What follows belongs to an exercise in optimizing a design on an open flow for small area, a short achievable clock period and few clock cycles per item; a production flow would make more cautious choices.
Only simulation tests tie the RTL to the original design; equivalence was not proved.

==> flow/config.mk <==
export PLATFORM = sky130hd
export DESIGN_NAME = aes_top
export DESIGN_NICKNAME = aes_top
export VERILOG_FILES = /design/flow/design.v
export SDC_FILE = /design/flow/constraint.sdc
export NUM_CORES = 4
export LEC_CHECK = 0
export CAP_MARGIN = 20
export CELL_PAD_IN_SITES_DETAIL_PLACEMENT = 1
export CELL_PAD_IN_SITES_GLOBAL_PLACEMENT = 2
export CORE_MARGIN = 2
export CORE_UTILIZATION = 40
export PLACE_DENSITY = 0.55
export SLEW_MARGIN = 20
==> flow/constraint.sdc <==
create_clock -name core_clock -period 10.0 [get_ports {clk}]
set_input_delay 2.0000 -clock core_clock [delete_from_list [all_inputs] [get_ports {clk}]]
set_output_delay 2.0000 -clock core_clock [all_outputs]
set_load 0.01 [all_outputs]
==> flow/design.v <==
package aes_pkg;
  localparam int NUM_ROUNDS = 10;   
  localparam logic [7:0] REG_KEY0   = 8'h00;   
  localparam logic [7:0] REG_PT0    = 8'h10;   
  localparam logic [7:0] REG_CTRL   = 8'h20;   
  localparam logic [7:0] REG_STATUS = 8'h24;   
  localparam logic [7:0] REG_CT0    = 8'h30;   
  localparam logic [1:0] RESP_OKAY   = 2'b00;
  localparam logic [1:0] RESP_SLVERR = 2'b10;
  function automatic logic [7:0] xtime(input logic [7:0] b);
    xtime = {b[6:0], 1'b0} ^ (b[7] ? 8'h1b : 8'h00);
  endfunction
  function automatic logic [7:0] rcon(input logic [3:0] round);
    logic [7:0] rc;
    case (round)
      4'd1:    rc = 8'h01;
      4'd2:    rc = 8'h02;
      4'd3:    rc = 8'h04;
      4'd4:    rc = 8'h08;
      4'd5:    rc = 8'h10;
      4'd6:    rc = 8'h20;
      4'd7:    rc = 8'h40;
      4'd8:    rc = 8'h80;
      4'd9:    rc = 8'h1b;
      4'd10:   rc = 8'h36;
      default: rc = 8'h00;
    endcase
    rcon = rc;
  endfunction
endpackage
module aes_sbox2 (
  input  logic [7:0] a,        
  output logic [3:0] m_next,   
  input  logic [3:0] m,        
  output logic [7:0] y         
);
  logic U0, U1, U2, U3, U4, U5, U6, U7;
  logic T1, T2, T3, T4, T5, T6, T7, T8, T9, T10, T11, T12;
  logic T13, T14, T15, T16, T17, T18, T19, T20, T21, T22, T23, T24;
  logic T25, T26, T27, M1, M2, M3, M4, M5, M6, M7, M8, M9;
  logic M10, M11, M12, M13, M14, M15, M16, M17, M18, M19, M20, M21;
  logic M22, M23, M24, M25, M26, M27, M28, M29, M30, M31, M32, M33;
  logic M34, M35, M36, M41, M42, M43, M44, M45, M46, M47, M48, M49;
  logic M50, M51, M52, M53, M54, M55, M56, M57, M58, M59, M60, M61;
  logic M62, M63, L0, L1, L2, L3, L4, L5, L6, L7, L8, L9;
  logic L10, L11, L12, L13, L14, L15, L16, L17, L18, L19, L20, L21;
  logic L22, L23, L24, L25, L26, L27, L28, L29;
  logic M37, M38, M39, M40;       
  logic M37_d, M38_d, M39_d, M40_d;
  assign {U0, U1, U2, U3, U4, U5, U6, U7} = a;   
  assign T1 = U0 ^ U3;
  assign T2 = U0 ^ U5;
  assign T3 = U0 ^ U6;
  assign T4 = U3 ^ U5;
  assign T5 = U4 ^ U6;
  assign T6 = T1 ^ T5;
  assign T7 = U1 ^ U2;
  assign T8 = U7 ^ T6;
  assign T9 = U7 ^ T7;
  assign T10 = T6 ^ T7;
  assign T11 = U1 ^ U5;
  assign T12 = U2 ^ U5;
  assign T13 = T3 ^ T4;
  assign T14 = T6 ^ T11;
  assign T15 = T5 ^ T11;
  assign T16 = T5 ^ T12;
  assign T17 = T9 ^ T16;
  assign T18 = U3 ^ U7;
  assign T19 = T7 ^ T18;
  assign T20 = T1 ^ T19;
  assign T21 = U6 ^ U7;
  assign T22 = T7 ^ T21;
  assign T23 = T2 ^ T22;
  assign T24 = T2 ^ T10;
  assign T25 = T20 ^ T17;
  assign T26 = T3 ^ T16;
  assign T27 = T1 ^ T12;
  assign M1 = T13 & T6;
  assign M2 = T23 & T8;
  assign M3 = T14 ^ M1;
  assign M4 = T19 & U7;
  assign M5 = M4 ^ M1;
  assign M6 = T3 & T16;
  assign M7 = T22 & T9;
  assign M8 = T26 ^ M6;
  assign M9 = T20 & T17;
  assign M10 = M9 ^ M6;
  assign M11 = T1 & T15;
  assign M12 = T4 & T27;
  assign M13 = M12 ^ M11;
  assign M14 = T2 & T10;
  assign M15 = M14 ^ M11;
  assign M16 = M3 ^ M2;
  assign M17 = M5 ^ T24;
  assign M18 = M8 ^ M7;
  assign M19 = M10 ^ M15;
  assign M20 = M16 ^ M13;
  assign M21 = M17 ^ M15;
  assign M22 = M18 ^ M13;
  assign M23 = M19 ^ T25;
  assign M24 = M22 ^ M23;
  assign M25 = M22 & M20;
  assign M26 = M21 ^ M25;
  assign M27 = M20 ^ M21;
  assign M28 = M23 ^ M25;
  assign M29 = M28 & M27;
  assign M30 = M26 & M24;
  assign M31 = M20 & M23;
  assign M32 = M27 & M31;
  assign M33 = M27 ^ M25;
  assign M34 = M21 & M22;
  assign M35 = M24 & M34;
  assign M36 = M24 ^ M25;
  assign M37_d = M21 ^ M29;
  assign M38_d = M32 ^ M33;
  assign M39_d = M23 ^ M30;
  assign M40_d = M35 ^ M36;
  assign m_next = {M37_d, M38_d, M39_d, M40_d};
  assign {M37, M38, M39, M40} = m;
  assign M41 = M38 ^ M40;
  assign M42 = M37 ^ M39;
  assign M43 = M37 ^ M38;
  assign M44 = M39 ^ M40;
  assign M45 = M42 ^ M41;
  assign M46 = M44 & T6;
  assign M47 = M40 & T8;
  assign M48 = M39 & U7;
  assign M49 = M43 & T16;
  assign M50 = M38 & T9;
  assign M51 = M37 & T17;
  assign M52 = M42 & T15;
  assign M53 = M45 & T27;
  assign M54 = M41 & T10;
  assign M55 = M44 & T13;
  assign M56 = M40 & T23;
  assign M57 = M39 & T19;
  assign M58 = M43 & T3;
  assign M59 = M38 & T22;
  assign M60 = M37 & T20;
  assign M61 = M42 & T1;
  assign M62 = M45 & T4;
  assign M63 = M41 & T2;
  assign L0 = M61 ^ M62;
  assign L1 = M50 ^ M56;
  assign L2 = M46 ^ M48;
  assign L3 = M47 ^ M55;
  assign L4 = M54 ^ M58;
  assign L5 = M49 ^ M61;
  assign L6 = M62 ^ L5;
  assign L7 = M46 ^ L3;
  assign L8 = M51 ^ M59;
  assign L9 = M52 ^ M53;
  assign L10 = M53 ^ L4;
  assign L11 = M60 ^ L2;
  assign L12 = M48 ^ M51;
  assign L13 = M50 ^ L0;
  assign L14 = M52 ^ M61;
  assign L15 = M55 ^ L1;
  assign L16 = M56 ^ L0;
  assign L17 = M57 ^ L1;
  assign L18 = M58 ^ L8;
  assign L19 = M63 ^ L4;
  assign L20 = L0 ^ L1;
  assign L21 = L1 ^ L7;
  assign L22 = L3 ^ L12;
  assign L23 = L18 ^ L2;
  assign L24 = L15 ^ L9;
  assign L25 = L6 ^ L10;
  assign L26 = L7 ^ L9;
  assign L27 = L8 ^ L10;
  assign L28 = L11 ^ L14;
  assign L29 = L11 ^ L17;
  assign y[7] = L6 ^ L24;
  assign y[6] = ~(L16 ^ L26);
  assign y[5] = ~(L19 ^ L28);
  assign y[4] = L6 ^ L21;
  assign y[3] = L20 ^ L22;
  assign y[2] = L25 ^ L29;
  assign y[1] = ~(L13 ^ L27);
  assign y[0] = ~(L6 ^ L23);
endmodule
module aes_round (
  input  logic [127:0] state_in,
  output logic [63:0]  mid_next,    
  input  logic [63:0]  mid,         
  input  logic         final_round,   
  output logic [127:0] state_out
);
  logic [127:0] shifted;   
  for (genvar c = 0; c < 4; c++)
  begin : g_col
    for (genvar r = 0; r < 4; r++)
    begin : g_row
      aes_sbox2 i_sbox (
        .a      (state_in[127 - 8*(4*((c + r) % 4) + r) -: 8]),
        .m_next (mid_next[63 - 4*(4*c + r) -: 4]),
        .m      (mid[63 - 4*(4*c + r) -: 4]),
        .y      (shifted[127 - 8*(4*c + r) -: 8])
      );
    end
    logic [7:0] s0, s1, s2, s3;
    logic [7:0] p0, p1, p2, p3;
    logic [31:0] mixed, plain;
    assign s0 = shifted[127 - 8*(4*c)     -: 8];
    assign s1 = shifted[127 - 8*(4*c + 1) -: 8];
    assign s2 = shifted[127 - 8*(4*c + 2) -: 8];
    assign s3 = shifted[127 - 8*(4*c + 3) -: 8];
    assign p0 = s0 ^ s1;
    assign p1 = s1 ^ s2;
    assign p2 = s2 ^ s3;
    assign p3 = s3 ^ s0;
    assign mixed[31:24] = aes_pkg::xtime(p0) ^ p1 ^ s3;
    assign mixed[23:16] = aes_pkg::xtime(p1) ^ p2 ^ s0;
    assign mixed[15:8]  = aes_pkg::xtime(p2) ^ p3 ^ s1;
    assign mixed[7:0]   = aes_pkg::xtime(p3) ^ p0 ^ s2;
    assign plain        = {s0, s1, s2, s3};
    assign state_out[127 - 32*c -: 32] = final_round ? plain : mixed;
  end
endmodule
module aes_key_sched (
  input  logic [127:0] key_in,      
  output logic [15:0]  kmid_next,
  input  logic [15:0]  kmid,
  input  logic [7:0]   rcon,
  output logic [127:0] round_key
);
  logic [31:0] w0, w1, w2, w3;
  logic [31:0] temp;
  logic [31:0] p1, p2, p3;
  assign {w0, w1, w2, w3} = key_in;
  aes_sbox2 i_sb0 (.a (w3[23:16]), .m_next (kmid_next[15:12]), .m (kmid[15:12]), .y (temp[31:24]));
  aes_sbox2 i_sb1 (.a (w3[15:8]),  .m_next (kmid_next[11:8]),  .m (kmid[11:8]),  .y (temp[23:16]));
  aes_sbox2 i_sb2 (.a (w3[7:0]),   .m_next (kmid_next[7:4]),   .m (kmid[7:4]),   .y (temp[15:8]));
  aes_sbox2 i_sb3 (.a (w3[31:24]), .m_next (kmid_next[3:0]),   .m (kmid[3:0]),   .y (temp[7:0]));
  assign p1 = w0 ^ w1;
  assign p2 = p1 ^ w2;
  assign p3 = p2 ^ w3;
  assign round_key[127:96] = (w0 ^ {rcon, 24'h0}) ^ temp;
  assign round_key[95:64]  = (p1 ^ {rcon, 24'h0}) ^ temp;
  assign round_key[63:32]  = (p2 ^ {rcon, 24'h0}) ^ temp;
  assign round_key[31:0]   = (p3 ^ {rcon, 24'h0}) ^ temp;
endmodule
`timescale 1ns/1ps
module aes_core (
  input  logic         clk,
  input  logic         reset,
  input  logic         start,        
  input  logic [127:0] key,
  input  logic [127:0] plaintext,
  output logic         busy,         
  output logic         done,         
  output logic         finish,       
  output logic [127:0] ciphertext
);
  logic [127:0] state_q;     
  logic [127:0] key_q;       
  logic [63:0]  mid_q;       
  logic [63:0]  mid_d;
  logic [15:0]  kmid_q;      
  logic [15:0]  kmid_d;
  logic [127:0] round_key;   
  logic [127:0] round_out;   
  logic [127:0] key_d;
  logic         load;
  logic [3:0]   round_q;     
  logic         phase_q;
  logic         busy_q;
  logic         done_q;
  logic         last;
  assign last = round_q == 4'(aes_pkg::NUM_ROUNDS);
  aes_key_sched i_key_sched (
    .key_in    (key_q),
    .kmid_next (kmid_d),
    .kmid      (kmid_q),
    .rcon      (aes_pkg::rcon(round_q)),
    .round_key (round_key)
  );
  aes_round i_round (
    .state_in    (state_q),
    .mid_next    (mid_d),
    .mid         (mid_q),
    .final_round (last),
    .state_out   (round_out)
  );
  assign key_d = busy_q ? round_key : key;
  assign load = busy_q ? phase_q : start;
  always_ff @(posedge clk)
  begin
    mid_q  <= mid_d;
    kmid_q <= kmid_d;
    if (!busy_q || phase_q)
      key_q <= key_d;
    if (load)
      state_q <= (busy_q ? round_out : plaintext) ^ key_d;
  end
  always_ff @(posedge clk or negedge reset)
  begin
    if (!reset)
    begin
      round_q <= '0;
      phase_q <= 1'b0;
      busy_q  <= 1'b0;
      done_q  <= 1'b0;
    end
    else if (start)
    begin
      round_q <= 4'd1;
      phase_q <= 1'b0;
      busy_q  <= 1'b1;
      done_q  <= 1'b0;   
    end
    else if (busy_q)
    begin
      phase_q <= !phase_q;
      if (phase_q)
      begin
        if (last)
        begin
          busy_q <= 1'b0;
          done_q <= 1'b1;
        end
        else
          round_q <= round_q + 4'd1;
      end
    end
  end
  assign busy       = busy_q;
  assign done       = done_q;
  assign finish     = busy_q && last;
  assign ciphertext = state_q;
endmodule
`timescale 1ns/1ps
module aes_axil_write #(
  parameter int ADDR_W = 8
) (
  input  logic              clk,
  input  logic              reset,
  input  logic [ADDR_W-1:0] awaddr,
  input  logic              awvalid,
  output logic              awready,
  input  logic [31:0]       wdata,
  input  logic [3:0]        wstrb,
  input  logic              wvalid,
  output logic              wready,
  output logic [1:0]        bresp,
  output logic              bvalid,
  input  logic              bready,
  output logic              start,       
  output logic [127:0]      key,
  output logic [127:0]      plaintext,
  input  logic              busy
);
  localparam logic [ADDR_W-1:0] KEY_A  = ADDR_W'(aes_pkg::REG_KEY0);
  localparam logic [ADDR_W-1:0] PT_A   = ADDR_W'(aes_pkg::REG_PT0);
  localparam logic [ADDR_W-1:0] CTRL_A = ADDR_W'(aes_pkg::REG_CTRL);
  localparam logic [ADDR_W-1:0] STAT_A = ADDR_W'(aes_pkg::REG_STATUS);
  localparam logic [ADDR_W-1:0] CT_A   = ADDR_W'(aes_pkg::REG_CT0);
  logic         ready_q;   
  logic         accept;
  logic         is_key, is_pt, is_ctrl, is_stat, is_ct;
  logic         mapped;
  logic [1:0]   word;
  logic [127:0] key_q;
  logic [127:0] pt_q;
  logic         wr_q;      
  logic         wkey_q;    
  logic [1:0]   wword_q;
  logic [3:0]   wstrb_q;
  logic [31:0]  wdata_q;
  assign accept  = awvalid && wvalid && ready_q;   
  assign awready = ready_q;
  assign wready  = ready_q;
  assign word    = awaddr[3:2];                                 
  assign is_key  = awaddr[ADDR_W-1:4] == KEY_A[ADDR_W-1:4];    
  assign is_pt   = awaddr[ADDR_W-1:4] == PT_A[ADDR_W-1:4];
  assign is_ct   = awaddr[ADDR_W-1:4] == CT_A[ADDR_W-1:4];     
  assign is_ctrl = awaddr[ADDR_W-1:2] == CTRL_A[ADDR_W-1:2];
  assign is_stat = awaddr[ADDR_W-1:2] == STAT_A[ADDR_W-1:2];   
  assign mapped  = is_key || is_pt || is_ctrl || is_stat || is_ct;
  assign start     = accept && is_ctrl && wdata[0] && !busy;
  assign key       = key_q;
  assign plaintext = pt_q;
  always_ff @(posedge clk)
  begin
    wkey_q  <= is_key;
    wword_q <= word;
    wstrb_q <= wstrb;
    wdata_q <= wdata;
  end
  always_ff @(posedge clk or negedge reset)
  begin
    if (!reset)
    begin
      wr_q  <= 1'b0;
      key_q <= '0;
      pt_q  <= '0;
    end
    else
    begin
      wr_q <= accept && (is_key || is_pt);
      if (wr_q)
      begin
        for (int k = 0; k < 4; k++)
        begin
          if (wstrb_q[k] && wkey_q)
            key_q[32 * (3 - int'(wword_q)) + 8*k +: 8] <= wdata_q[8*k +: 8];
          if (wstrb_q[k] && !wkey_q)
            pt_q[32 * (3 - int'(wword_q)) + 8*k +: 8] <= wdata_q[8*k +: 8];
        end
      end
    end
  end
  always_ff @(posedge clk or negedge reset)
  begin
    if (!reset)
    begin
      ready_q <= 1'b0;
      bvalid  <= 1'b0;
      bresp   <= aes_pkg::RESP_OKAY;
    end
    else if (accept)
    begin
      ready_q <= 1'b0;
      bvalid  <= 1'b1;   
      bresp   <= mapped ? aes_pkg::RESP_OKAY : aes_pkg::RESP_SLVERR;
    end
    else if (bvalid)
    begin
      if (bready)
      begin
        bvalid  <= 1'b0;
        ready_q <= 1'b1;
      end
    end
    else
      ready_q <= 1'b1;   
  end
endmodule
`timescale 1ns/1ps
module aes_axil_read #(
  parameter int ADDR_W = 8
) (
  input  logic              clk,
  input  logic              reset,
  input  logic [ADDR_W-1:0] araddr,
  input  logic              arvalid,
  output logic              arready,
  output logic [31:0]       rdata,
  output logic [1:0]        rresp,
  output logic              rvalid,
  input  logic              rready,
  input  logic [127:0]      plaintext,
  input  logic              busy,
  input  logic              done,
  input  logic              finish,      
  input  logic [127:0]      ciphertext
);
  localparam logic [ADDR_W-1:0] KEY_A  = ADDR_W'(aes_pkg::REG_KEY0);
  localparam logic [ADDR_W-1:0] PT_A   = ADDR_W'(aes_pkg::REG_PT0);
  localparam logic [ADDR_W-1:0] CTRL_A = ADDR_W'(aes_pkg::REG_CTRL);
  localparam logic [ADDR_W-1:0] STAT_A = ADDR_W'(aes_pkg::REG_STATUS);
  localparam logic [ADDR_W-1:0] CT_A   = ADDR_W'(aes_pkg::REG_CT0);
  logic        accept;
  logic        is_stat;
  logic        wait_q;    
  logic        respond;
  logic        take;      
  logic [1:0]  word;
  logic [1:0]  status;    
  logic [31:0] rd_data;
  logic [1:0]  rd_resp;
  assign accept  = arvalid && arready;
  assign word    = araddr[3:2];
  assign is_stat = araddr[ADDR_W-1:2] == STAT_A[ADDR_W-1:2];
  assign status  = finish ? 2'b10 : {done, busy};
  assign respond = accept ? !(is_stat && busy && !finish) : (wait_q && (finish || !busy));
  assign take = wait_q ? (finish || !busy) : !rvalid;
  always_comb
  begin
    rd_data = '0;
    rd_resp = aes_pkg::RESP_OKAY;
    if (wait_q)
      rd_data = {30'b0, status};   
    else if (araddr[ADDR_W-1:4] == PT_A[ADDR_W-1:4])
      rd_data = plaintext[32 * (3 - int'(word)) +: 32];
    else if (araddr[ADDR_W-1:4] == CT_A[ADDR_W-1:4])
      rd_data = ciphertext[32 * (3 - int'(word)) +: 32];
    else if (is_stat)
      rd_data = {30'b0, status};
    else if (araddr[ADDR_W-1:4] != KEY_A[ADDR_W-1:4]
             && araddr[ADDR_W-1:2] != CTRL_A[ADDR_W-1:2])
      rd_resp = aes_pkg::RESP_SLVERR;   
  end
  always_ff @(posedge clk or negedge reset)
  begin
    if (!reset)
    begin
      arready <= 1'b0;
      rvalid  <= 1'b0;
      wait_q  <= 1'b0;
    end
    else if (respond)
    begin
      arready <= 1'b0;   
      rvalid  <= 1'b1;
      wait_q  <= 1'b0;
    end
    else if (accept)
    begin
      arready <= 1'b0;
      wait_q  <= 1'b1;
    end
    else if (rvalid && rready)
    begin
      rvalid  <= 1'b0;
      arready <= 1'b1;
    end
    else if (!rvalid && !wait_q)
      arready <= 1'b1;   
  end
  always_ff @(posedge clk)
  begin
    if (take)
    begin
      rdata <= rd_data;
      rresp <= rd_resp;
    end
  end
endmodule
`timescale 1ns/1ps
module aes_top #(
  parameter int ADDR_W = 8
) (
  input  logic              clk,
  input  logic              reset,
  input  logic [ADDR_W-1:0] awaddr,
  input  logic              awvalid,
  output logic              awready,
  input  logic [31:0]       wdata,
  input  logic [3:0]        wstrb,
  input  logic              wvalid,
  output logic              wready,
  output logic [1:0]        bresp,
  output logic              bvalid,
  input  logic              bready,
  input  logic [ADDR_W-1:0] araddr,
  input  logic              arvalid,
  output logic              arready,
  output logic [31:0]       rdata,
  output logic [1:0]        rresp,
  output logic              rvalid,
  input  logic              rready
);
  logic         start;        
  logic [127:0] key;
  logic [127:0] plaintext;
  logic         busy;         
  logic         done;         
  logic         finish;       
  logic [127:0] ciphertext;
  aes_axil_write #(.ADDR_W(ADDR_W)) i_axil_write (
    .clk       (clk),
    .reset     (reset),
    .awaddr    (awaddr),
    .awvalid   (awvalid),
    .awready   (awready),
    .wdata     (wdata),
    .wstrb     (wstrb),
    .wvalid    (wvalid),
    .wready    (wready),
    .bresp     (bresp),
    .bvalid    (bvalid),
    .bready    (bready),
    .start     (start),
    .key       (key),
    .plaintext (plaintext),
    .busy      (busy)
  );
  aes_core i_core (
    .clk        (clk),
    .reset      (reset),
    .start      (start),
    .key        (key),
    .plaintext  (plaintext),
    .busy       (busy),
    .done       (done),
    .finish     (finish),
    .ciphertext (ciphertext)
  );
  aes_axil_read #(.ADDR_W(ADDR_W)) i_axil_read (
    .clk        (clk),
    .reset      (reset),
    .araddr     (araddr),
    .arvalid    (arvalid),
    .arready    (arready),
    .rdata      (rdata),
    .rresp      (rresp),
    .rvalid     (rvalid),
    .rready     (rready),
    .plaintext  (plaintext),
    .busy       (busy),
    .done       (done),
    .finish     (finish),
    .ciphertext (ciphertext)
  );
endmodule
==> flow/flow/run.sh <==
#!/bin/bash
# Layout flow: the standard flow, except that
#  - synthesis maps the logic with the ABC script in flow/synth.abc (area-oriented
#    mapping that keeps the xor structure of the s-boxes) instead of ORFS's speed script;
#  - the make calls get the extra settings in EXTRA: repair aims at a larger setup
#    margin, and the port buffers that placement inserts on every input and output are
#    buf_2 cells rather than the default delay buffer.
# Everything else (yosys synth -nofsm -noshare, flattening, renaming, floorplan to finish,
# the final DEF) is the standard flow.
set -euo pipefail
W=$PWD
F=$W/flow
EXTRA='SETUP_SLACK_MARGIN=5.9 BUFFER_PORTS_ARGS="-buffer_cell sky130_fd_sc_hd__buf_2"'

# ORFS synthesis script with only the abc script replaced
sed -e 's|^\( *\)log_cmd abc {\*}\$abc_args|\1set abc_args [lreplace $abc_args 1 1 '"$F"'/synth.abc]\n\1log_cmd abc {*}$abc_args|' \
  "$FLOW_HOME/scripts/synth.tcl" > "$W/synth_custom.tcl"
grep -q "$F/synth.abc" "$W/synth_custom.tcl"
sed -e 's|source \$::env(SCRIPTS_DIR)/synth.tcl|source '"$W"'/synth_custom.tcl|' synth_recipe.tcl > "$W/synth_recipe_custom.tcl"
grep -q "synth_custom.tcl" "$W/synth_recipe_custom.tcl"

# standard.sh with the extra settings; synthesis also with the custom script
sed -e 's|"\${@:-finish}"|'"$EXTRA"' "${@:-finish}"|' standard.sh > "$W/layout_custom.sh"
grep -q "$EXTRA" "$W/layout_custom.sh"
sed -e 's|SYNTH_SCRIPT=[^ ]*|SYNTH_SCRIPT='"$W"'/synth_recipe_custom.tcl|' "$W/layout_custom.sh" > "$W/synth_custom.sh"

bash "$W/synth_custom.sh" synth > "$W/synth.log" 2>&1
bash "$W/layout_custom.sh" > "$W/layout.log" 2>&1
==> flow/flow/synth.abc <==
strash
&get -n
&dch -f
&nf -R 1000
&put
==> flow/standard.sh <==
#!/bin/bash
# synth_recipe.tcl (not shown) runs the flow's synth.tcl, then flattens the netlist and writes it again
# the make line also repeats each setting of config.mk as NAME=value (left out here)
make -C /OpenROAD-flow-scripts/flow DESIGN_CONFIG=/design/flow/config.mk WORK_HOME=/design/flow/orfs CLKGATE_MAP_FILE= SYNTH_SCRIPT=/design/flow/synth_recipe.tcl "${@:-finish}"
==> results of run 1 <==
[layout make-up]
type / instances / area share
multi-input cells: 4560 / 0.5850
clock inverters: 39 / 0.007277
well taps: 1650 / 0.03245
diodes: 2 / 0.00007868
repair buffers: 439 / 0.05092
flip-flops and latches: 678 / 0.2802
inverters: 95 / 0.005665
clock buffers: 123 / 0.03841
[cells by family (layout without fill, tap and decap cells)]
family	after synthesis	count (layout)	share of synthesized area
buf+inv	98	696	0.007509
flops	678	678	0.3529
fa+ha+maj	50	50	0.01239
compound gates	872	872	0.1028
simple gates	1289	1290	0.1073
mux	57	57	0.01955
other cells	1	4	0.00007428
xor+xnor	2289	2289	0.3974
[cells in the final DEF, fill, tap and decap left out, drive strengths merged, types with 7 or more instances in the layout]
| cell type | synthesis | routed |
|---|---|---|
| xnor2 | 1537 | 1537 |
| xor2 | 751 | 751 |
| nand2 | 614 | 615 |
| buf | 3 | 439 |
| nor2 | 394 | 394 |
| o21ai | 291 | 291 |
| edfxtp | 289 | 289 |
| a21oi | 289 | 289 |
| dfrtp | 270 | 270 |
| clkbuf | 0 | 123 |
| dfxtp | 119 | 119 |
| clkinv | 95 | 116 |
| o22ai | 88 | 88 |
| nand3 | 83 | 83 |
| nand2b | 74 | 74 |
| a22o | 65 | 65 |
| ha | 50 | 50 |
| o221ai | 46 | 46 |
| nor2b | 36 | 36 |
| a221oi | 34 | 34 |
| mux4 | 32 | 32 |
| and3 | 30 | 30 |
| and2 | 28 | 28 |
| nor3 | 21 | 21 |
| o41ai | 16 | 16 |
| mux2 | 13 | 13 |
| mux2i | 12 | 12 |
| o211ai | 10 | 10 |
| a22oi | 8 | 8 |
| bufinv | 0 | 8 |
| a31oi | 7 | 7 |
[path summary, 6_finish.rpt]
kind / startpoint / end / slack (ns) / depth (start not counted)
worst min register to register: i_axil_write.key_q[52]$_DFFE_PN0P_ / i_axil_write.key_q[52]$_DFFE_PN0P_ / 0.48 / 2
worst max register to register: i_core.state_q[81]$_DFFE_PP_ / i_core.state_q[123]$_DFFE_PP_ / 5.82 / 14
min in group asynchronous: reset / i_axil_write.key_q[35]$_DFFE_PN0P_ / 1.32 / 1
worst min-delay path: i_axil_write.key_q[52]$_DFFE_PN0P_ / i_axil_write.key_q[52]$_DFFE_PN0P_ / 0.48 / 2
max in group asynchronous: reset / i_axil_write.key_q[8]$_DFFE_PN0P_ / 7.01 / 2
worst max-delay path: i_core.state_q[81]$_DFFE_PP_ / i_core.state_q[123]$_DFFE_PP_ / 5.82 / 14
[state kept, by name (all words and copies together), names as in the netlist, 2 cells and up]
register	count
i_axil_write.wstrb_q	4
i_core.mid_q	64
i_core.round_q	4
i_core.kmid_q	16
i_axil_write.wword_q	2
i_axil_write.wdata_q	32
i_core.key_q	128
i_axil_write.key_q	128
i_core.state_q	128
i_axil_read.rdata	32
i_axil_write.pt_q	128
[repair_timing]
action                                 4_1_cts  5_1_grt
setup endpoints to repair                  202      137
pin swaps                                   40       89
cloned                                       1        0
endpoints found under the hold margin        0        0
setup buffers                               68      176
resized for setup                          327      278
[worst max-delay path: cells and delay by family, from the launching register on]
kind            cells  cell delay [ns]
xor+xnor           11             2.75
flops               1             0.56
buf+inv             1             0.25
compound gates      1             0.24
simple gates        1             0.13
[stage by stage]
stage	worst slack [ns]	instance area, sq um	hold WS [ns]	cells
after floorplan	2.884	50520	0.4428	5335
after global placement	4.775	53880	0.4581	7176
after detailed placement	4.674	53880	0.4657	7176
after CTS	5.715	59910	0.4802	7407
after global routing	5.745	63610	0.5043	7584
final	5.817	63610	0.4767	7586
[metal layers]
metal | share of wire | global-route usage | up-vias
met5 | 0.00018 | 0 | -
met4 | 0.040 | 0.1052 | 6
met3 | 0.055 | 0.04061 | 326
met2 | 0.46 | 0.5060 | 1143
met1 | 0.44 | 0.4309 | 20970
li1 | - | - | 18980
==> out/results.txt, run 1 <==
The final number of hold-violating endpoints is 0. The total clock sinks is 678. Count of flip-flops with a built-in enable after synthesis: 289.

The portion of the post-synthesis area used by sequential elements is 0.3529. Setup repair after global routing could not meet its margin everywhere.

The number of buffers added to fix hold violations after cts was 0. In the post-synthesis netlist, the biggest area contributors are sky130_fd_sc_hd__xnor2_1 (27%), sky130_fd_sc_hd__edfxtp_1 (17%), sky130_fd_sc_hd__dfrtp_1 (13%), sky130_fd_sc_hd__xor2_1 (13%), sky130_fd_sc_hd__dfxtp_1 (4.7%). The most common cell in the synthesized netlist is sky130_fd_sc_hd__xnor2_1. The tools report the total routing resource utilization after global routing as 0.3127. Relative to the synthesized area, the layout overhead comes to 26.00%. The netlist area before placement is 0.05049 sq mm, and the share of the core filled with cells in the final layout is 0.5073.

For the number of levels the H-tree was split into, the log shows 3. The net count of the finished layout is 5969, and the clock latency on the worst-skew pair is 0.72 ns. The critical path goes through xnor2_4 -> xor2_4 -> xor2_1 -> nand2_1 -> xor2_2 -> xor2_2 -> xor2_1 -> xnor2_1 -> buf_4 -> xnor2_1 -> xor2_1 -> xnor2_1 -> a21oi_1 -> xor2_1. The effective utilization at floorplan is 0.4026. Remaining global-route overflow: 0. The routed design has 208500 microns of wire. The achievable frequency was 239.1 MHz.

The die covers 0.1291 sq mm. The post-route clock period utilization came out at 0.4183. The class of the worst hold path is reg2reg. The startpoint-to-endpoint class of the critical path is reg2reg. The data required time of the critical path is 10.44 ns, and the number of register bits inferred by synthesis is 678.

The first-pass detailed-route iteration total is 5, and the time the final worst path needs with I/O delays and setup is 4.183 ns. The final-layout setup total negative slack is 0 ns. The average instance in the mapped netlist occupies 9.465 sq um. The dominant register cell in the synthesized netlist is sky130_fd_sc_hd__edfxtp_1.

The number of global-route vias before repair is 41920. The share of layout cells above drive strength 1 was 0.1864. The share of the synthesized area in the top cell type works out to 0.2666.

The synthesized netlist contains 45 unique library cells. In this run the worst path has a maximum fanout of 5. The initial DRC count is 3255.

Buffers placed on the I/O ports in this run total 93. The buffer depth of the longest clock path was 3; the sequential cell area was 0.01782 sq mm. The die is 359.3 microns wide. The weighted congestion reported at the end of routability-driven placement came out at 0.9329.

On the final layout, the worst clock skew is 0.05201 ns. For this run, design rule violations remaining after detail routing come to 0. The combined area of the multi-input logic cells is 0.03721 sq mm, and the post-synthesis cell count is 5334. Across the run, the number of max-cap violations was 0.

The async set-reset flop share out of synthesis is 0.3982. At the pin with the least slew margin, the transition time is 1.190 ns. The die is 359.3 microns tall.

The tools report the I/O pin total as 100. The routed via count divided by cell count came out at 5.460. Ranked by instance count, the synthesized netlist is headed by sky130_fd_sc_hd__xnor2_1 (1537), sky130_fd_sc_hd__xor2_1 (751), sky130_fd_sc_hd__nand2_1 (614). The final number of setup-violating endpoints is 0. TritonCTS built the clock tree. After legalization and detailed placement, the total HPWL measured 156100 microns. The first global-routing pass estimated 297100 microns of wire.

The largest net degree at the start of global routing was 131. After filler insertion, the fill cell instance count of the layout stands at 13920. On the critical path, the stage with the largest delay is an instance of sky130_fd_sc_hd__edfxtp_1.

The sort of element at the end of the critical path was a flop. The run finished with no timing, DRC or antenna violations. After floorplanning, the core was divided into 130 placement rows. The overall via count from detail_route came out at 41420. The Yosys step of the flow raised 4 warnings. After detailed routing, the average wire length per cell comes to 27.49 microns.

The tools report the critical path launch point type as a flop. The cell sitting at the root of the clock tree is a sky130_fd_sc_hd__clkbuf_16. The worst endpoint data arrival time was 4.62 ns; the number of buffers added by the clock tree synthesis step was 86. The largest stage delay on the critical path is 0.56 ns.

The biggest area contributor in the post-synthesis netlist is sky130_fd_sc_hd__xnor2_1. Cell repeated most along the worst path: sky130_fd_sc_hd__xor2_1. Number of pins with negative max-slew slack in the final report: 0.

After floorplanning, the core was sized to cover 0.1254 sq mm. The relative slew slack is 0.2064. After clock tree synthesis, the clock-pin slew on the worst setup and hold paths is 0.06 ns.

The initial antenna violation count was 6. Once detail routing completed, the nets flagged for antenna violations numbered 0.
Testbench counts, summed over its fixed seeds: cycles 5,056, blocks 128.
==> run 2, diff against run 1 <==
--- a/flow/flow/run.sh
+++ b/flow/flow/run.sh
@@ -10,7 +10,7 @@
 set -euo pipefail
 W=$PWD
 F=$W/flow
-EXTRA='SETUP_SLACK_MARGIN=5.9 BUFFER_PORTS_ARGS="-buffer_cell sky130_fd_sc_hd__buf_2"'
+EXTRA='SETUP_SLACK_MARGIN=5.75 BUFFER_PORTS_ARGS="-buffer_cell sky130_fd_sc_hd__buf_2"'
 
 # ORFS synthesis script with only the abc script replaced
 sed -e 's|^\( *\)log_cmd abc {\*}\$abc_args|\1set abc_args [lreplace $abc_args 1 1 '"$F"'/synth.abc]\n\1log_cmd abc {*}$abc_args|' \
--- a/flow/config.mk
+++ b/flow/config.mk
@@ -6,8 +6,8 @@
 export NUM_CORES = 4
 export LEC_CHECK = 0
 export CAP_MARGIN = 20
-export CELL_PAD_IN_SITES_DETAIL_PLACEMENT = 1
-export CELL_PAD_IN_SITES_GLOBAL_PLACEMENT = 2
+export CELL_PAD_IN_SITES_DETAIL_PLACEMENT = 0
+export CELL_PAD_IN_SITES_GLOBAL_PLACEMENT = 0
 export CORE_MARGIN = 2
 export CORE_UTILIZATION = 40
 export PLACE_DENSITY = 0.55
==> run 2 against run 1 <==
  * Still clean on timing, DRC and antenna
  * Register-to-register slack got worse by 0.04 ns
  * Die area did not move
  * Fmax fell by 0.98%
  * First-iteration DRC count rose by 27%
  * Synthesized cell count did not move
  * Core utilization fell by 2.7 points
  * Clock skew fell by 0.025 ns
==> out/results.txt, run 2 <==
The tools report the library cell used as clock root buffer as sky130_fd_sc_hd__clkbuf_16. For the I/O pin total, the log shows 100 (unchanged). The run gives 0.1291 sq mm (unchanged) as the total die area.

Met2 usage in global routing: 0.4116 (-0.09436). For the pre-CTS worst setup slack, the log shows 4.946 ns (+0.2726 ns). The async set-reset flop share out of synthesis is 0.3982 (unchanged). The wire length per cell after detailed routing works out to 24.18 microns (-12%).

The total placed instance area was 0.05371 sq mm (-0.32%); the final worst setup slack was 5.776 ns (-0.04141 ns). The final number of setup-violating endpoints came out at 0 (unchanged).

Post-detailed-route count of antenna-violating nets: 0 (unchanged). The library cells used most frequently in the layout, excluding fill and tap cells, are sky130_fd_sc_hd__xnor2_1 (1325), sky130_fd_sc_hd__xor2_1 (658), sky130_fd_sc_hd__nand2_1 (611), sky130_fd_sc_hd__nor2_1 (392). The clock latency on the worst-skew pair was 0.70 ns (-0.02 ns); the count of buffers inserted at the top-level ports was 93 (unchanged). The clock edge transition at the registers on the reported setup and hold paths is 0.06 ns (about the same).

The tools report the count of max-cap constraint violations as 0 (unchanged). The logs give 3 (unchanged) for the number of levels the H-tree was split into and 3 (-3) for the initial antenna violation count. The largest net degree at the start of global routing came out at 99 (-24%).

The logs give 40300 (-2.7%) for the overall via count from detail_route and 4.64 ns (+0.02 ns) for the worst endpoint data arrival time. The data required time of the critical path is 10.42 ns (-0.02 ns). Routed via count divided by cell count: 5.446 (-0.26%). Startpoint-to-endpoint class of the critical path: reg2reg.

Among all cell types in the netlist, the one instantiated most often is sky130_fd_sc_hd__xnor2_1. The cell row count was 130 (unchanged). The run gives 0.05051 (+0.009893) as the met3 usage.

For the core area, the log shows 0.1254 sq mm (unchanged). Class of the worst hold path: reg2reg. The count of flip-flops with a built-in enable after synthesis works out to 289 (unchanged). By count the netlist is led by sky130_fd_sc_hd__xnor2_1 (1537), sky130_fd_sc_hd__xor2_1 (751), sky130_fd_sc_hd__nand2_1 (614).

For the total inserted antenna cells, the log shows 0 (-2). The worst setup path is captured at a flop. The average cell area after synthesis is 9.465 sq um (unchanged), and the transition at the pin with the smallest max-transition slack is 1.199 ns (+0.008217 ns). Share of the synthesized area in the top cell type: 0.2666 (unchanged). The maximum fanout count along the critical path is 6 (+1). The number of register bits inferred by synthesis was 678 (unchanged); the share of layout cells above drive strength 1 was 0.1301 (-0.05627). Among all flip-flop cells after synthesis, the most frequent one is sky130_fd_sc_hd__edfxtp_1. The final number of hold-violating endpoints was 0 (unchanged). The final design area excluding fillers is 0.06018 sq mm (-5.4%). Effective utilization at floorplan: 0.4026 (unchanged). The run gives 0 ns (unchanged) as the final-layout setup total negative slack.

Setup repair after global routing could not meet its margin everywhere. The time the final worst path needs with I/O delays and setup came out at 4.224 ns (+0.04141 ns). The total DRC errors in the routed layout is 0 (unchanged). The run finished with no timing, DRC or antenna violations. The logs give 5791 (-3.0%) for the net count of the finished layout and 3 (unchanged) for the buffer depth of the longest clock path. The commonest non-fill, non-tap cell in the layout was sky130_fd_sc_hd__xnor2_1.

The tools report the critical path launch point type as a flop. The horizontal extent of the die is 359.3 microns (unchanged). The remaining global-route overflow was 0 (unchanged).

The run gives 678 (unchanged) as the total clock sinks. The run gives 0.05049 sq mm (unchanged) as the netlist area before placement. The largest total area in the synthesized netlist belongs to sky130_fd_sc_hd__xnor2_1.

The first-pass detailed-route iteration total was 6 (+1); the total length of routed wires was 178900 microns (-14%). The vertical die dimension was 359.3 microns (unchanged); the placed wire-length estimate was 133500 microns (-14%). The logs give 0.2009 (-0.005479) for the relative slew slack and 5334 (unchanged) for the post-synthesis cell count.

The total routing resource utilization after global routing came out at 0.2715 (-0.04127). The wire length of the first global-routing pass was 260800 microns (-12%). The yosys synthesis warning count was 4 (unchanged). Routing layer with the top usage in global route: met2.

By area the synthesized netlist is led by sky130_fd_sc_hd__xnor2_1 (27%), sky130_fd_sc_hd__edfxtp_1 (17%), sky130_fd_sc_hd__dfrtp_1 (13%), sky130_fd_sc_hd__xor2_1 (13%), sky130_fd_sc_hd__dfxtp_1 (4.7%). The count of unique library cells instantiated by Yosys is 45 (unchanged), and the number of buffers added to fix hold violations after cts is 0 (unchanged). The run gives 0.9533 (+2.2%) as the weighted congestion reported at the end of routability-driven placement.

The run gives 83 (-3.5%) as the number of buffers added by the clock tree synthesis step. The tools report the portion of the post-synthesis area used by sequential elements as 0.3529 (unchanged). The initial DRC count was 4118 (+27%); the layout overhead on the synthesized area was 19.20%.

For the achievable frequency, the log shows 236.7 MHz (-0.98%). The run gives 0.02720 ns (-0.02481 ns) as the post-route clock skew. The logs give 38980 (-7.0%) for the number of global-route vias before repair and 0.3799 (-0.05102) for the global routing met1 resource utilization. The post-route clock period utilization was 0.4224 (+0.004141); the number of pins with negative max-slew slack in the final report was 0 (unchanged). TritonCTS built the clock tree.
run 2: cell count changes in the layout (fill, tap and decap cells not counted), sizes merged, moves of 2 or more:
cell / previous run / this run
diode: 2 / 0
buf: 439 / 265
clkinv: 116 / 118
clkinvlp: 5 / 8
clkbuf: 123 / 109
bufinv: 8 / 6
run 2: critical path, cell delays in order, from the launching register on:
cell and delay (ns):
sky130_fd_sc_hd__edfxtp_1 0.49, sky130_fd_sc_hd__xnor2_2 0.35, sky130_fd_sc_hd__xor2_2 0.34, sky130_fd_sc_hd__nand2b_1 0.25
sky130_fd_sc_hd__xor2_1 0.40, sky130_fd_sc_hd__xor2_1 0.18, sky130_fd_sc_hd__xnor2_2 0.53, sky130_fd_sc_hd__xnor2_1 0.25
sky130_fd_sc_hd__xor2_1 0.27, sky130_fd_sc_hd__xnor2_1 0.12, sky130_fd_sc_hd__xnor2_1 0.36, sky130_fd_sc_hd__a21oi_1 0.18
sky130_fd_sc_hd__xor2_1 0.22
run 2: cell type report:
type | instances | area, sq um
inverters | 95 | 356.6
well taps | 1650 | 2064
clock inverters | 43 | 401.6
clock buffers | 109 | 2298
flip-flops and latches | 678 | 17820
repair buffers | 265 | 1984
fillers | 11890 | 65230
multi-input cells | 4559 | 35250
run 2: timing repair:
action / 4_1_cts / 5_1_grt
pin swaps: 20 / 27
endpoints found under the setup margin: 132 / 125
endpoints found under the hold margin: 0 / 0
gates resized for setup: 178 / 181
buffers inserted: 24 / 69
run 2: path summary, 6_finish.rpt:
kind                                                    start                                 end  slack, ns  cells after the start
max                              i_core.state_q[38]$_DFFE_PP_        i_core.state_q[19]$_DFFE_PP_       5.78                     12
min                        i_axil_write.key_q[41]$_DFFE_PN0P_  i_axil_write.key_q[41]$_DFFE_PN0P_       0.48                      2
max reg2reg                      i_core.state_q[38]$_DFFE_PP_        i_core.state_q[19]$_DFFE_PP_       5.78                     12
min reg2reg                i_axil_write.key_q[41]$_DFFE_PN0P_  i_axil_write.key_q[41]$_DFFE_PN0P_       0.48                      2
max in group asynchronous                               reset             i_core.busy_q$_DFF_PN0_       7.20                      2
min in group asynchronous                               reset       i_axil_write.bvalid$_DFF_PN0_       1.25                      1
run 2: metal layers:
layer,vias up,wire [microns]
li1,18680,-
met3,334,14590
met5,-,13
met4,2,8173
met1,19620,77480
met2,1656,78620
run 2: cells by family (layout without fill, tap and decap cells):
group / Yosys count / in the layout / synth area share
AO/OA/AOI/OAI: 872 / 872 / 0.1028
XOR/XNOR: 2289 / 2289 / 0.3974
adder cells (fa/ha/maj): 50 / 50 / 0.01239
buffers and inverters: 98 / 512 / 0.007509
flip-flops: 678 / 678 / 0.3529
multiplexers: 57 / 57 / 0.01955
other: 1 / 2 / 0.00007428
AND/OR/NAND/NOR: 1289 / 1289 / 0.1073
run 2: stage by stage:
step | cells | hold slack (ns) | utilization
2_1_floorplan | 5335 | 0.4428 | -
3_3_place_gp | 7153 | 0.4609 | 0.4282
3_5_place_dp | 7153 | 0.4694 | 0.4283
4_1_cts | 7329 | 0.4821 | 0.4632
5_1_grt | 7399 | 0.5036 | 0.4799
6_report | 7399 | 0.4772 | 0.4799
==> run 3, diff against run 2 <==
--- a/flow/config.mk
+++ b/flow/config.mk
@@ -10,5 +10,5 @@
 export CELL_PAD_IN_SITES_GLOBAL_PLACEMENT = 0
 export CORE_MARGIN = 2
 export CORE_UTILIZATION = 40
-export PLACE_DENSITY = 0.55
+export PLACE_DENSITY = 0.62
 export SLEW_MARGIN = 20
==> run 3 against run 2 <==
  * First-iteration DRC count up 4.4%
  * Still clean on timing, DRC and antenna
  * Final cell count up 0.30%
==> out/results.txt, run 3 <==
The effective utilization at floorplan is 0.4026 (unchanged). The horizontal extent of the die is 359.3 microns (unchanged), and the data required time of the critical path is 10.42 ns (about the same). The achievable frequency was 235.9 MHz (-0.37%); the share of layout cells above drive strength 1 was 0.1288 (-0.001340). The post-detailed-route count of antenna-violating nets is 0 (unchanged).

The first-pass detailed-route iteration total came out at 6 (unchanged). The critical path in this run is classified as reg2reg. The post-route clock period utilization is 0.4240 (+0.001561).

The post-placement cell count was 7165 (+0.17%); the cell row count was 130 (unchanged). The run gives 7421 (+0.30%) as the non-filler instance count after layout. The largest net degree at the start of global routing came out at 212 (+110%). The logs give 100 (unchanged) for the I/O pin total and 0.2414 (+0.04046) for the relative slew slack.

After synthesis, the cell types taking the most area are sky130_fd_sc_hd__xnor2_1 (27%), sky130_fd_sc_hd__edfxtp_1 (17%), sky130_fd_sc_hd__dfrtp_1 (13%), sky130_fd_sc_hd__xor2_1 (13%), sky130_fd_sc_hd__dfxtp_1 (4.7%). The total length of routed wires was 173800 microns (-2.9%). The clock edge transition at the registers on the reported setup and hold paths came out at 0.06 ns (about the same). Leaving out fill and tap cells, the most frequent cell in the layout is sky130_fd_sc_hd__xnor2_1. The layout overhead on the synthesized area is 18.96%. The yosys synthesis warning count is 4 (unchanged). By count the netlist is led by sky130_fd_sc_hd__xnor2_1 (1537), sky130_fd_sc_hd__xor2_1 (751), sky130_fd_sc_hd__nand2_1 (614). The vertical die dimension is 359.3 microns (unchanged). The run gives 40650 (+0.87%) as the overall via count from detail_route. The total die area was 0.1291 sq mm (unchanged); the placed wire-length estimate was 129400 microns (-3.1%). The number of register bits inferred by synthesis is 678 (unchanged).

For the count of unique library cells instantiated by Yosys, the log shows 45 (unchanged). The tools report the sort of element at the end of the critical path as a flop. Among all stages on the critical path, the largest delay is contributed by sky130_fd_sc_hd__edfxtp_1.

For the number of buffers added by the clock tree synthesis step, the log shows 83 (unchanged). The share of the synthesized area in the top cell type was 0.2666 (unchanged); the number of pins with negative max-slew slack in the final report was 0 (unchanged). Leaving out fill and tap cells, the most frequent cells in the layout are sky130_fd_sc_hd__xnor2_1 (1346), sky130_fd_sc_hd__xor2_1 (664), sky130_fd_sc_hd__nand2_1 (611), sky130_fd_sc_hd__nor2_1 (392).

The worst endpoint data arrival time is 4.66 ns (+0.02 ns). The wire length per cell after detailed routing came out at 23.41 microns (-3.2%). Most repeated cell in the gate-level netlist after synthesis: sky130_fd_sc_hd__xnor2_1. The routed via count divided by cell count was 5.478 (+0.57%); the netlist area before placement was 0.05049 sq mm (unchanged).

The final number of hold-violating endpoints came out at 0 (unchanged). The largest stage delay on the critical path is 0.57 ns (+0.04 ns). The final-layout setup total negative slack is 0 ns (unchanged). The remaining global-route overflow was 0 (unchanged); the initial antenna violation count was 2 (-1). The path class of the tightest hold or removal check is reg2reg.

The signal on the critical path passes through xor2_1 -> xnor2_1 -> xnor2_1 -> nand2_1 -> xor2_2 -> xor2_2 -> xnor2_2 -> buf_2 -> xnor2_2 -> xnor2_1 -> xnor2_1 -> o21ai_1 -> a21oi_1 -> xor2_1. The tools report the number of global-route vias before repair as 39510 (+1.4%). The buffer depth of the longest clock path is 3 (unchanged).

TritonCTS built the clock tree. The maximum fanout count along the critical path came out at 6 (unchanged). The kind of cell adding the most delay to the critical path was XOR/XNOR gates. The transition at the pin with the smallest max-transition slack was 1.135 ns (-0.06386 ns). The count of filler cells inserted in the layout was 11630 (-2.3%); the number of buffer and inverter stages on the critical path was 1 (+1). The wire length of the first global-routing pass came out at 255000 microns (-2.2%). sky130_fd_sc_hd__xnor2_1 takes more of the synthesized area than any other cell.

The count of max-cap constraint violations is 0 (unchanged). Setup repair after global routing could not meet its margin everywhere.

The net count of the finished layout is 5811 (+0.35%), and the initial DRC count is 4298 (+4.4%). The time the final worst path needs with I/O delays and setup is 4.240 ns (+0.01561 ns). The logs give 0 (unchanged) for the total DRC errors in the routed layout and 1.006 (+5.5%) for the weighted congestion reported at the end of routability-driven placement.

The final number of setup-violating endpoints was 0 (unchanged); the total clock sinks was 678 (unchanged). Core area: 0.1254 sq mm (unchanged). The async set-reset flop share out of synthesis was 0.3982 (unchanged). The post-synthesis cell count is 5334 (unchanged). The run finished with no timing, DRC or antenna violations. Count of buffers inserted at the top-level ports: 93 (unchanged). The total routing resource utilization after global routing was 0.2623 (-0.009141); the count of flip-flops with a built-in enable after synthesis was 289 (unchanged). Among the stages of the critical path, the cell type that occurs most often is sky130_fd_sc_hd__xnor2_1.

The run gives 0.3529 (unchanged) as the portion of the post-synthesis area used by sequential elements. The share of the core filled with cells in the final layout was 0.4789 (-0.0009470). In the synthesized netlist the dominant register cell turns out to be sky130_fd_sc_hd__edfxtp_1. STA classifies the critical path startpoint as a flop. The library cell used as clock root buffer was sky130_fd_sc_hd__clkbuf_16. The run gives 0.70 ns (about the same) as the clock latency on the worst-skew pair.

The post-route clock skew was 0.02992 ns (+0.002723 ns); the number of levels the H-tree was split into was 3 (unchanged). The average cell area after synthesis came out at 9.465 sq um (unchanged).
==> run 3: cell types whose count changed in the layout (fill, tap and decap cells not counted), sizes merged <==
cell	before	now
clkinv	118	120
bufinv	6	9
diode	0	1
clkbuf	109	108
clkinvlp	8	4
buf	265	285
inv	6	7
==> run 3: worst paths after layout <==
kind	startpoint	endpoint	slack, ns	cells past startpoint
worst min register to register	i_axil_write.key_q[9]$_DFFE_PN0P_	i_axil_write.key_q[9]$_DFFE_PN0P_	0.48	2
min in group asynchronous	reset	i_axil_write.bvalid$_DFF_PN0_	1.22	1
worst max-delay path	i_core.state_q[104]$_DFFE_PP_	i_core.state_q[48]$_DFFE_PP_	5.76	14
worst min-delay path	i_axil_write.key_q[9]$_DFFE_PN0P_	i_axil_write.key_q[9]$_DFFE_PN0P_	0.48	2
worst max register to register	i_core.state_q[104]$_DFFE_PP_	i_core.state_q[48]$_DFFE_PP_	5.76	14
max in group asynchronous	reset	i_axil_write.pt_q[118]$_DFFE_PN0P_	6.51	3
==> run 3: cell type report <==
type / count / area [sq um] / share of cell area
multi-input combinational: 4559 / 34940 / 0.5818
sequential: 678 / 17820 / 0.2968
clock buffer: 108 / 2369 / 0.03944
tap: 1650 / 2064 / 0.03437
timing repair buffer: 285 / 2007 / 0.03342
clock inverter: 45 / 491.7 / 0.008187
inverter: 95 / 356.6 / 0.005937
antenna: 1 / 2.502 / 0.00004167
==> run 3: worst min-delay path: cells and delay by family, from the launching register on <==
kind | cells | cell delay (ns)
simple gates | 1 | 0.05
flops | 1 | 0.34
compound gates | 1 | 0.06
==> run 3: repair_timing <==
action	in CTS	in global routing
gates resized for setup	153	174
pin swaps	12	30
setup endpoints to repair	179	122
buffers inserted	23	79
hold buffers	0	0
==> run 3: layer usage <==
metal  GRT usage  wire length (microns)  vias up
met1      0.3550                  72130    19700
met4      0.1352                   9940        4
li1            -                      -    18710
met3     0.05200                  15470      407
met5           0                     26        -
met2      0.3969                  76200     1825
==> run 3: cell families after synthesis <==
kind of cell | Yosys count | share of synthesized area
and+or+nand+nor | 1289 | 0.1073
xor gates and xnor gates | 2289 | 0.3974
muxes | 57 | 0.01955
AOI/OAI and AO/OA | 872 | 0.1028
buffers and inverters | 98 | 0.007509
other | 1 | 0.00007428
adders and majority gates | 50 | 0.01239
DFF | 678 | 0.3529
==> run 3: per-stage QoR <==
stage               hold slack, ns  setup slack [ns]  area, sq um
global placement            0.4621             5.005        53760
floorplan                   0.4428             2.884        50510
detailed placement          0.4669             4.964        53790
global route                0.5075             5.662        60060
finish                      0.4765             5.760        60060
CTS                         0.4799             5.693        58040
==> run 4, diff against run 3 <==
--- a/flow/config.mk
+++ b/flow/config.mk
@@ -9,6 +9,6 @@
 export CELL_PAD_IN_SITES_DETAIL_PLACEMENT = 0
 export CELL_PAD_IN_SITES_GLOBAL_PLACEMENT = 0
 export CORE_MARGIN = 2
-export CORE_UTILIZATION = 40
-export PLACE_DENSITY = 0.62
+export CORE_UTILIZATION = 45
+export PLACE_DENSITY = 0.55
 export SLEW_MARGIN = 20
==> run 4 against run 3 <==
  * Still clean on timing, DRC and antenna
  * Design area down 0.21%
  * Via count down 0.77%
  * First-iteration DRC count down 2.5%
  * Core utilization up 6.1 points
  * Global-route usage up 4.0 points
  * Die area down 11%
  * Clock skew down 0.0065 ns
  * Register-to-register slack better by 0.02 ns
  * Setup slack better by 0.024 ns
  * Synthesized area unchanged
  * Critical path type unchanged
  * Critical endpoint is now i_core.state_q[21]$_DFFE_PP_
  * Highest routed layer unchanged
==> out/results.txt, run 4 <==
The final number of hold-violating endpoints came out at 0 (unchanged). By startpoint and endpoint, the worst setup path is classified as reg2reg. The number of register bits inferred by synthesis is 678 (unchanged), and the relative slew slack is 0.2500 (+0.008628).

The horizontal extent of the die is 339.0 microns (-5.7%), and the global routing met1 resource utilization is 0.4257 (+0.07067). The logs give 0 (unchanged) for the count of max-cap constraint violations and 6 (unchanged) for the first-pass detailed-route iteration total. The number of buffers added by the clock tree synthesis step came out at 82 (-1.2%). For the total clock sinks, the log shows 678 (unchanged). The tools report the yosys synthesis warning count as 4 (unchanged).

The non-filler instance count after layout came out at 7241 (-2.4%). Sorting the synthesized cells by area gives the leading types as sky130_fd_sc_hd__xnor2_1 (27%), sky130_fd_sc_hd__edfxtp_1 (17%), sky130_fd_sc_hd__dfrtp_1 (13%), sky130_fd_sc_hd__xor2_1 (13%), sky130_fd_sc_hd__dfxtp_1 (4.7%). For the total die area, the log shows 0.1149 sq mm (-11%). The total length of routed wires came out at 178700 microns (+2.9%).

The post-route clock skew was 0.02345 ns (-0.006470 ns); the maximum fanout count along the critical path was 7 (+1). The async set-reset flop share out of synthesis was 0.3982 (unchanged). The logs give 40340 (-0.77%) for the overall via count from detail_route and 237.2 MHz (+0.56%) for the achievable frequency. TritonCTS built the clock tree.

The count of unique library cells instantiated by Yosys is 45 (unchanged), and the average cell area after synthesis is 9.465 sq um (unchanged). The tools report the clock latency on the worst-skew pair as 0.67 ns (-0.03 ns). Ranked by instance count, the synthesized netlist is headed by sky130_fd_sc_hd__xnor2_1 (1537), sky130_fd_sc_hd__xor2_1 (751), sky130_fd_sc_hd__nand2_1 (614). The initial DRC count is 4189 (-2.5%). Post-synthesis cell count: 5334 (unchanged). Number of global-route vias before repair: 38440 (-2.7%). The layout overhead on the synthesized area works out to 18.71%. The count of buffers inserted at the top-level ports works out to 93 (unchanged). The share of the synthesized area in the top cell type works out to 0.2666 (unchanged).

The wire length per cell after detailed routing was 24.68 microns (+5.4%). The run gives 0 ns (unchanged) as the final-layout setup total negative slack. The run gives 0.9657 (-4.0%) as the weighted congestion reported at the end of routability-driven placement.

The share of layout cells above drive strength 1 is 0.1290 (+0.0002291), and the portion of the post-synthesis area used by sequential elements is 0.3529 (unchanged). Setup repair after global routing could not meet its margin everywhere. The effective utilization at floorplan is 0.4549 (+0.05236). The I/O pin total came out at 100 (unchanged). The worst endpoint data arrival time was 4.67 ns (about the same).

Total DRC errors in the routed layout: 0 (unchanged). The run finished with no timing, DRC or antenna violations. For this run, the leading register cell type out of synthesis is sky130_fd_sc_hd__edfxtp_1. Transition at the pin with the smallest max-transition slack: 1.125 ns (-0.009764 ns). The most common cell in the synthesized netlist is sky130_fd_sc_hd__xnor2_1.

The buffer depth of the longest clock path came out at 3 (unchanged). The routed via count divided by cell count came out at 5.570 (+1.7%). The number of pins with negative max-slew slack in the final report was 0 (unchanged).

The placed wire-length estimate came out at 135200 microns (+4.5%). In this run the worst hold path is classified as reg2reg. The net count of the finished layout is 5793 (-0.31%). The share of the core filled with cells in the final layout was 0.5400 (+0.06113). The clock edge transition at the registers on the reported setup and hold paths came out at 0.06 ns (about the same). STA classifies the critical path startpoint as a flop. The total routing resource utilization after global routing was 0.3027 (+0.04039); the time the final worst path needs with I/O delays and setup was 4.216 ns (-0.02354 ns).

The cell row count was 122 (-6.2%). For the met3 usage, the log shows 0.04397 (-0.008033). The vertical die dimension is 339.0 microns (-5.7%).

The core area was 0.1110 sq mm (-12%); the data required time of the critical path was 10.45 ns (+0.03 ns). Leaving out fill and tap cells, the most frequent cells in the layout are sky130_fd_sc_hd__xnor2_1 (1340), sky130_fd_sc_hd__xor2_1 (651), sky130_fd_sc_hd__nand2_1 (611), sky130_fd_sc_hd__nor2_1 (392), sky130_fd_sc_hd__edfxtp_1 (289). The final number of setup-violating endpoints was 0 (unchanged); the met2 usage in global routing was 0.4693 (+0.07239). Post-detailed-route count of antenna-violating nets: 0 (unchanged). The commonest non-fill, non-tap cell in the layout was sky130_fd_sc_hd__xnor2_1. The run gives 6983 (-2.5%) as the post-placement cell count. The cell sitting at the root of the clock tree is a sky130_fd_sc_hd__clkbuf_16. The wire length of the first global-routing pass was 259100 microns (+1.6%).

Count of flip-flops with a built-in enable after synthesis: 289 (unchanged). The largest net degree at the start of global routing came out at 179 (-16%).

The worst setup path is captured at a flop. The post-route clock period utilization works out to 0.4216 (-0.002354). The library cell with the largest summed area after synthesis was sky130_fd_sc_hd__xnor2_1.

The logs give 0.05049 sq mm (unchanged) for the netlist area before placement and 0 (unchanged) for the remaining global-route overflow. The number of levels the H-tree is split into was 3 (unchanged). The initial antenna violation count is 3 (+1). The routing layer with the top usage in global route is met2.
run 4: cell counts after synthesis:
Identical to the previous run, type by type.
run 4: worst max-delay path, cell delays in order, from the launching register on:
cell	delay, ns
sky130_fd_sc_hd__edfxtp_1	0.59
sky130_fd_sc_hd__xor2_4	0.29
sky130_fd_sc_hd__xor2_4	0.21
sky130_fd_sc_hd__or2_0	0.33
sky130_fd_sc_hd__xnor2_1	0.32
sky130_fd_sc_hd__xnor2_1	0.16
sky130_fd_sc_hd__xnor2_1	0.28
sky130_fd_sc_hd__xnor2_2	0.15
sky130_fd_sc_hd__buf_4	0.19
sky130_fd_sc_hd__xor2_1	0.32
sky130_fd_sc_hd__xnor2_1	0.18
sky130_fd_sc_hd__xnor2_2	0.32
sky130_fd_sc_hd__o221ai_1	0.26
sky130_fd_sc_hd__xnor2_1	0.38
run 4: path summary, 6_finish.rpt:
check                                                   startpoint                            endpoint  slack [ns]  depth (start not counted)
worst min register to register  i_axil_write.key_q[41]$_DFFE_PN0P_  i_axil_write.key_q[41]$_DFFE_PN0P_        0.48                          2
worst max register to register        i_core.state_q[39]$_DFFE_PP_        i_core.state_q[21]$_DFFE_PP_        5.78                         13
worst max-delay path                  i_core.state_q[39]$_DFFE_PP_        i_core.state_q[21]$_DFFE_PP_        5.78                         13
worst min-delay path            i_axil_write.key_q[41]$_DFFE_PN0P_  i_axil_write.key_q[41]$_DFFE_PN0P_        0.48                          2
max in group asynchronous                                    reset      i_axil_read.wait_q$_DFFE_PN0N_        7.31                          2
min in group asynchronous                                    reset  i_axil_write.key_q[99]$_DFFE_PN0P_        1.28                          1
run 4: repair_timing:
item | in CTS | in global routing
setup buffers | 29 | 76
pin swaps | 24 | 36
hold buffers | 0 | 0
resized for setup | 188 | 170
setup endpoints to repair | 190 | 130
run 4: metal layers:
| metal | part of all wire | vias up |
|---|---|---|
| met5 | 0.00017 | - |
| met1 | 0.43 | 19680 |
| li1 | - | 18680 |
| met4 | 0.048 | 4 |
| met3 | 0.076 | 339 |
| met2 | 0.44 | 1631 |
run 4: cells by family (layout without fill, tap and decap cells):
group / count (synthesis) / in the layout / share of synthesized area
muxes: 57 / 57 / 0.01955
AOI/OAI and AO/OA: 872 / 872 / 0.1028
adders and majority gates: 50 / 50 / 0.01239
and+or+nand+nor: 1289 / 1289 / 0.1073
DFF: 678 / 678 / 0.3529
other: 1 / 3 / 0.00007428
buffers and inverters: 98 / 515 / 0.007509
xor gates and xnor gates: 2289 / 2289 / 0.3974
run 4: stage by stage:
step           cell area, sq um  hold slack [ns]  setup slack (ns)
2_1_floorplan             50510           0.4428             2.884
3_3_place_gp              53440           0.4613             4.928
3_5_place_dp              53450           0.4642             4.937
4_1_cts                   57890           0.4818             5.645
5_1_grt                   59930           0.4904             5.585
6_report                  59930           0.4799             5.784
run 4: layout make-up:
| class | count | area (sq um) |
|---|---|---|
| Fill cell | 10180 | 51040 |
| Multi-Input combinational cell | 4559 | 35250 |
| Sequential cell | 678 | 17820 |
| Clock buffer | 120 | 2422 |
| Timing Repair Buffer | 268 | 1911 |
| Tap cell | 1488 | 1862 |
| Inverter | 95 | 356.6 |
| Clock inverter | 32 | 305.3 |
| Antenna cell | 1 | 2.502 |

## re-timing with driven ports
How much do the figures lean on ideal ports? The routed layouts below were timed once more, with nothing changed but the port constraints. Step 1 (the two cells are an assumption about what drives the block):
set clk [get_ports {clk}]
set_driving_cell -lib_cell sky130_fd_sc_hd__clkbuf_16 $clk
set_driving_cell -lib_cell sky130_fd_sc_hd__buf_2 [delete_from_list [all_inputs] $clk]
Step 2 also shifts input and output timing later by t, the mid clock arrival at the registers, as if the neighbouring blocks saw the same clock. Three values: ideal ports, drivers, drivers and shift; two values: the first two.
run | t, ns | setup slack, ns | worst setup path after step 2
run 1 | 0.772 | 5.817 / 5.817 / 5.374 | input to register
run 2 | 0.769 | 5.776 / 5.776 / 5.127 | input to register
run 3 | 0.758 | 5.760 / 5.760 / 5.113 | input to register
run 4 | 0.734 | 5.784 / 5.784 / 5.177 | input to register
After both steps every run listed still meets setup and hold. The setup slack of run 2, which loses most, moves by 0.000 ns with the drivers and by -0.649 ns with both steps.
